Background: an optimization exercise with open tools, aiming at small area. Do not read the settings as production practice. RTL that was checked went through simulation tests only; none was proved equivalent to the original. Power figures rest on the tool's default switching activity, not on a simulated workload.

==> flow/design.v (excerpt) <==
module dmaController (
  input  logic dma_if,
  input  logic rst,
  input  logic cs,
  input  logic wr,
  input  logic rd,
  input  dmaPkg::regAddr_t regAddr,
  input  dmaPkg::regByte_t wrData,
  output dmaPkg::regByte_t rdData,
  input  dmaPkg::channelMask_t dreq,
  output logic memValid,
  output dmaPkg::addrWord_t memAddr,
  output dmaPkg::channel_t memChannel,
  output logic memTc,
  input  logic memCredit
);
For scale: ~50 I/O pins, roughly 0.014 mm2 of cells after synthesis.
==> flow/config.mk <==
export PLATFORM = sky130hd
export DESIGN_NAME = dmaController
export DESIGN_NICKNAME = dmaController
export VERILOG_FILES = /design/flow/design.v
export SDC_FILE = /design/flow/constraint.sdc
export NUM_CORES = 4
export LEC_CHECK = 0
export CAP_MARGIN = 20
export CORE_MARGIN = 2
export CORE_UTILIZATION = 40
export GPL_TIMING_DRIVEN = 0
export SLEW_MARGIN = 20
==> flow/constraint.sdc <==
create_clock -name core_clock -period 5.0 [get_ports {dma_if}]
set_input_delay 1.0000 -clock core_clock [delete_from_list [all_inputs] [get_ports {dma_if}]]
set_output_delay 1.0000 -clock core_clock [all_outputs]
set_load 0.01 [all_outputs]
run.sh (not shown) runs the stock make flow with config.mk's settings and CLKGATE_MAP_FILE= SYNTH_SCRIPT=/design/flow/synth_recipe.tcl, a recipe that flattens the netlist after the stock synthesis.
The starting point reached the layout checks and failed them: setup timing.
Rerun with:
--- a/flow/config.mk
+++ b/flow/config.mk
@@ -10,2 +10,5 @@
 export CORE_UTILIZATION = 40
+export CTS_BUF_LIST = sky130_fd_sc_hd__clkbuf_8
+export CTS_CLUSTER_DIAMETER = 60
+export CTS_CLUSTER_SIZE = 16
 export GPL_TIMING_DRIVEN = 0
=> The changed run completed, yet does not pass: setup timing. Routed wire length fell by 0.54%. Clock skew increases by 0.041 ns. Setup slack gains 0.0075 ns. Fmax barely changes. Total power falls by 20%.
No run of this note included a check of the RTL's function; only the layout flow was run.


Another version of the RTL of dmaController (not shown whole).
Size: ~310 flip-flops, ~12,000 um^2 of cells after synthesis.
clock: 5.0 ns
lec_check: 0
cap_margin: 20
core_margin: 2
core_utilization: 70
slew_margin: 20
standard.sh (not shown) runs the stock make flow with config.mk's settings and CLKGATE_MAP_FILE= SYNTH_SCRIPT=/design/flow/synth_recipe.tcl, a recipe that flattens the netlist after the stock synthesis.
==> flow/flow/run.sh <==
#!/bin/bash
# Standard layout with an area-oriented ABC mapping in place of the speed script, small port
# buffers, and a clock tree of clkbuf_8 without dummy loads.
# The synthesis script is synth_recipe.tcl with only the abc command's -script argument replaced.
set -uo pipefail
W=$(pwd)
{
  cat <<EOF
proc abc {args} {
  set i [lsearch -exact \$args -script]
  if { \$i >= 0 } { set args [lreplace \$args [expr {\$i + 1}] [expr {\$i + 1}] $W/flow/area.abc] }
  yosys abc {*}\$args
}
EOF
  cat "$W/synth_recipe.tcl"
} > "$W/area_synth.tcl"
bash "$W/standard.sh" SYNTH_SCRIPT="$W/area_synth.tcl" \
  "BUFFER_PORTS_ARGS=-buffer_cell sky130_fd_sc_hd__buf_2" \
  "CTS_ARGS=-sink_clustering_enable -repair_clock_nets -dont_use_dummy_load -buf_list sky130_fd_sc_hd__clkbuf_8 -sink_clustering_size 16 -sink_clustering_max_diameter 60" \
  RECOVER_POWER=100 finish > "$W/standard_make.log" 2>&1
status=$?
cp -f "$W"/orfs/logs/*/dmaController/base/*.log "$W"/ 2>/dev/null
exit $status
==> flow/flow/area.abc <==
&get -n
&st
&dch -f
&nf -a -F 10 -A 10
&put
topo
The baseline finished but fails on capacitance limit, slew limit.
Change:
==> flow/run.sh (new file) <==
#!/bin/bash
# synth_recipe.tcl (not shown) runs the flow's synth.tcl, then flattens the netlist and writes it again
# the make line also repeats each setting of config.mk as NAME=value (left out here)
make -C /OpenROAD-flow-scripts/flow DESIGN_CONFIG=/design/flow/config.mk WORK_HOME=/design/flow/orfs CLKGATE_MAP_FILE= SYNTH_SCRIPT=/design/flow/synth_recipe.tcl finish
--- a/flow/config.mk
+++ b/flow/config.mk
@@ -10,0 +11,3 @@
+export CTS_BUF_LIST = sky130_fd_sc_hd__clkbuf_8
+export CTS_CLUSTER_DIAMETER = 60
+export CTS_CLUSTER_SIZE = 16
removed: flow/flow/run.sh
removed: flow/flow/area.abc
removed: flow/standard.sh
=> The changed run completed without violations. Count of clock-buffer cells in the layout increases by 3. Setup slack improves by 0.37 ns. Hold slack hardly moves. Fmax climbs by about 9%. Clock power increases by about 10%. Critical path depth rises by 6. Sequential share of layout area falls by 6.2 points. Global-route usage goes down by 1.6 points. Die area grows by 16%. Total power climbs by about 7%. Routed wire length rose by 14%.
Change:
==> flow/flow/run.sh (new file) <==
#!/bin/bash
# Standard layout with an area-oriented ABC mapping in place of the speed script, small port
# buffers, and a clock tree of clkbuf_8 without dummy loads.
# The synthesis script is synth_recipe.tcl with only the abc command's -script argument replaced.
set -uo pipefail
W=$(pwd)
{
  cat <<EOF
proc abc {args} {
  set i [lsearch -exact \$args -script]
  if { \$i >= 0 } { set args [lreplace \$args [expr {\$i + 1}] [expr {\$i + 1}] $W/flow/area.abc] }
  yosys abc {*}\$args
}
EOF
  cat "$W/synth_recipe.tcl"
} > "$W/area_synth.tcl"
bash "$W/standard.sh" SYNTH_SCRIPT="$W/area_synth.tcl" \
  "BUFFER_PORTS_ARGS=-buffer_cell sky130_fd_sc_hd__buf_2" \
  "CTS_ARGS=-sink_clustering_enable -repair_clock_nets -dont_use_dummy_load -buf_list sky130_fd_sc_hd__clkbuf_8 -sink_clustering_size 16 -sink_clustering_max_diameter 60" \
  finish > "$W/standard_make.log" 2>&1
status=$?
cp -f "$W"/orfs/logs/*/dmaController/base/*.log "$W"/ 2>/dev/null
exit $status
==> flow/flow/area.abc (new file) <==
&get -n
&st
&dch -f
&nf -a -F 10 -A 10
&put
topo
==> flow/standard.sh (new file) <==
#!/bin/bash
# synth_recipe.tcl (not shown) runs the flow's synth.tcl, then flattens the netlist and writes it again
# the make line also repeats each setting of config.mk as NAME=value (left out here)
make -C /OpenROAD-flow-scripts/flow DESIGN_CONFIG=/design/flow/config.mk WORK_HOME=/design/flow/orfs CLKGATE_MAP_FILE= SYNTH_SCRIPT=/design/flow/synth_recipe.tcl "${@:-finish}"
--- a/flow/config.mk
+++ b/flow/config.mk
@@ -11,3 +10,0 @@
-export CTS_BUF_LIST = sky130_fd_sc_hd__clkbuf_8
-export CTS_CLUSTER_DIAMETER = 60
-export CTS_CLUSTER_SIZE = 16
removed: flow/run.sh
Critical path depth climbs by 1. Worst hold slack hardly moves. Total power drops by 6.6%. Area after synthesis drops by 14%. Wire length drops by 12%. Cell count drops by 24%. Core utilization hardly moves. Sequential power hardly moves. Setup slack gains 0.080 ns. Via count drops by 17%.
Change:
--- a/flow/config.mk
+++ b/flow/config.mk
@@ -10 +10 @@
-export CORE_UTILIZATION = 70
+export CORE_UTILIZATION = 60
What happened:
- The changed run completed with no timing, DRC or antenna violations
- sequential power hardly moves
- setup slack gains 0.21 ns
- wire length barely changes
Change:
--- a/flow/config.mk
+++ b/flow/config.mk
@@ -10 +10 @@
-export CORE_UTILIZATION = 60
+export CORE_UTILIZATION = 65
After rerunning: The new run ran to the end with no violations; wire length went down by about 1%; design area went down by about 0.6%; final cell count went down by about 2.3%; utilization went up by 5.1 points; power went down by 2.0%; register-to-register slack improved by 0.06 ns; maximum frequency stays flat; clock skew went up by 0.010 ns; via count went up by about 0.3%; clock power went down by about 6%.


## cedar
Another version of the RTL of dmaController (not shown whole).
Size in the first run: roughly 1200 cells after synthesis, ~310 flip-flops, roughly 12000 um2 of cells after synthesis.
Settings: LEC_CHECK=0, CAP_MARGIN=20, CORE_MARGIN=2, CORE_UTILIZATION=40, SLEW_MARGIN=20; clock period 5.0 ns.
==> flow/flow/run.sh <==
#!/bin/bash
# Standard layout with an area-oriented ABC mapping in place of the speed script, small port
# buffers, and a clock tree of clkbuf_8 without dummy loads.
# The synthesis script is synth_recipe.tcl with only the abc command's -script argument replaced.
set -uo pipefail
W=$(pwd)
{
  cat <<EOF
proc abc {args} {
  set i [lsearch -exact \$args -script]
  if { \$i >= 0 } { set args [lreplace \$args [expr {\$i + 1}] [expr {\$i + 1}] $W/flow/area.abc] }
  yosys abc {*}\$args
}
EOF
  cat "$W/synth_recipe.tcl"
} > "$W/area_synth.tcl"
bash "$W/standard.sh" SYNTH_SCRIPT="$W/area_synth.tcl" \
  "BUFFER_PORTS_ARGS=-buffer_cell sky130_fd_sc_hd__buf_2" \
  "CTS_ARGS=-sink_clustering_enable -repair_clock_nets -dont_use_dummy_load -buf_list sky130_fd_sc_hd__clkbuf_8 -sink_clustering_size 16 -sink_clustering_max_diameter 60" \
  finish > "$W/standard_make.log" 2>&1
status=$?
cp -f "$W"/orfs/logs/*/dmaController/base/*.log "$W"/ 2>/dev/null
exit $status
==> flow/flow/area.abc <==
&get -n
&st
&dch -f
&nf -a -F 10 -A 10
&put
topo
### cedar -> pine
# cedar
export LEC_CHECK = 0
export CAP_MARGIN = 20
export CORE_MARGIN = 2
export CORE_UTILIZATION = 40
export SLEW_MARGIN = 20
create_clock -name core_clock -period 5.0 [get_ports {dma_if}]
# pine
export LEC_CHECK = 0
export CAP_MARGIN = 20
export CORE_MARGIN = 2
export CORE_UTILIZATION = 60
export SLEW_MARGIN = 20
create_clock -name core_clock -period 5.0 [get_ports {dma_if}]
## What came out
cedar reached the end of the flow, and the finished layout is clean on the timing, design-rule and antenna checks. pine has completed all stages; timing, DRC and antenna checks passed. The area-dominant cell class after layout comes out registers in one run and multi-input combinational cells in the other, namely in cedar and pine respectively. Multi-input logic portion of the cell area in pine is 0.74 points above cedar. In pine, the worst-case hold slack came out 0.032 ns below the value in cedar. Per the comparison of pine with cedar, fraction of met2 tracks used by global routing rose by 16 points; wire length fell by 11%; via count of the first global-routing pass fell by 1.8%; register share of the cell area rose by 0.69 points. Compared with cedar, pine ends up with a smaller final cell area. From cedar to pine the numbers moved as follows: number of stages on the worst setup path saw a decrease; reg-to-reg setup timing slack saw an increase.


## build 43
dmaController, a different RTL version from the one above (not shown whole).
Size in the first run: about 310 flip-flops, ~50 I/O pins, ~13000 µm² of cells after synthesis.
clock: 5.0 ns
lec_check: 0
cap_margin: 20
core_margin: 2
core_utilization: 40
slew_margin: 20
==> flow/flow/area.abc <==
&get -n
&st
&dch
&nf -a -R 1000
&put
topo
Scripts as last shown in full above: flow/flow/run.sh
Having completed the whole flow, build 43 delivered a layout that passed the timing, design-rule and antenna checks.
Modified inputs, trial 35 compared to build 43
- CTS_BUF_LIST: unset -> sky130_fd_sc_hd__clkbuf_8
- CTS_CLUSTER_SIZE: unset -> 16
- GPL_TIMING_DRIVEN: unset -> 0
- CTS_CLUSTER_DIAMETER: unset -> 60
==> flow/run.sh (new file) <==
#!/bin/bash
# synth_recipe.tcl (not shown) runs the flow's synth.tcl, then flattens the netlist and writes it again
# the make line also repeats each setting of config.mk as NAME=value (left out here)
make -C /OpenROAD-flow-scripts/flow DESIGN_CONFIG=/design/flow/config.mk WORK_HOME=/design/flow/orfs CLKGATE_MAP_FILE= SYNTH_SCRIPT=/design/flow/synth_recipe.tcl finish
removed: flow/flow/run.sh
removed: flow/flow/area.abc
removed: flow/standard.sh
--- outcome ---
Trial 35: flow complete, layout not clean; failing: negative setup slack
Trial 35 gives less utilization than build 43 did.
Sequential share of layout area: trial 35 vs build 43 down 4.4 points
Clock period minus final worst setup slack delta for trial 35 relative to build 43: 0.76 ns higher
Compared with build 43, in trial 35 clock tree buffer count of the final layout up 4; multiplexer area fraction after synthesis up 6.3 points.
Trial 35 leaves less setup margin than build 43.
The layout net count of trial 35 and that of build 43 are within noise of each other.
The clock network power reported for trial 35 is greater than that of build 43 by about 36%.
No run of this note included a check of the RTL's function; only the layout flow was run.

what the ideal ports hide:
Ports are ideal in the flow. The routed layouts listed here were re-timed in OpenROAD.
Step 1, drivers: a clkbuf_16 drives dma_if and a buf_2 each remaining input, both assumed.
Step 2 moves the port delays by t, midway between the first and last clock arrival at a register: inputs arrive t later, outputs are due t later. That takes back most of the time a late clock gives input paths.
Slacks: ideal ports / drivers / drivers and shift; pairs: ideal ports / drivers.
| run | t (ns) | setup slack, ns | hold WS [ns] | worst register clock-pin slew, ns | cell pins on the clock port's net |
|---|---|---|---|---|---|
| the first run of note 1 | 0.559 | -0.277 / -0.260 / -0.820 | 0.464 / 0.464 / 0.464 | 0.06 / 0.06 | 1 |
| the second run of note 1 | 0.678 | -0.270 / -0.249 / -0.927 | 0.469 / 0.469 / 0.469 | 0.12 / 0.12 | 1 |
| the first run of note 2 | 0.595 | 0.314 / 0.329 / -0.266 | 0.471 / 0.471 / 0.471 | 0.11 / 0.11 | 1 |
| the second run of note 2 | 0.629 | 0.682 / 0.688 / 0.059 | 0.471 / 0.471 / 0.471 | 0.11 / 0.11 | 1 |
| the third run of note 2 | 0.586 | 0.762 / 0.786 / 0.201 | 0.471 / 0.471 / 0.471 | 0.11 / 0.11 | 1 |
| the fourth run of note 2 | 0.607 | 0.972 / 0.990 / 0.384 | 0.443 / 0.443 / 0.443 | 0.11 / 0.11 | 1 |
| the fifth run of note 2 | 0.605 | 0.970 / 0.993 / 0.388 | 0.469 / 0.469 / 0.469 | 0.10 / 0.10 | 1 |
| cedar | 0.604 | 0.462 / 0.490 / -0.113 | 0.458 / 0.458 / 0.458 | 0.10 / 0.10 | 1 |
| pine | 0.607 | 0.896 / 0.918 / 0.311 | 0.427 / 0.427 / 0.427 | 0.11 / 0.11 | 1 |
| build 43 | 0.639 | 0.728 / 0.750 / 0.110 | 0.440 / 0.440 / 0.440 | 0.11 / 0.11 | 1 |
| trial 35 | 0.672 | -0.031 / -0.002 / -0.674 | 0.462 / 0.462 / 0.462 | 0.11 / 0.11 | 1 |
For the second run of note 1, which loses most, drivers alone change the setup slack by +0.021 ns; drivers and shift together by -0.657 ns.
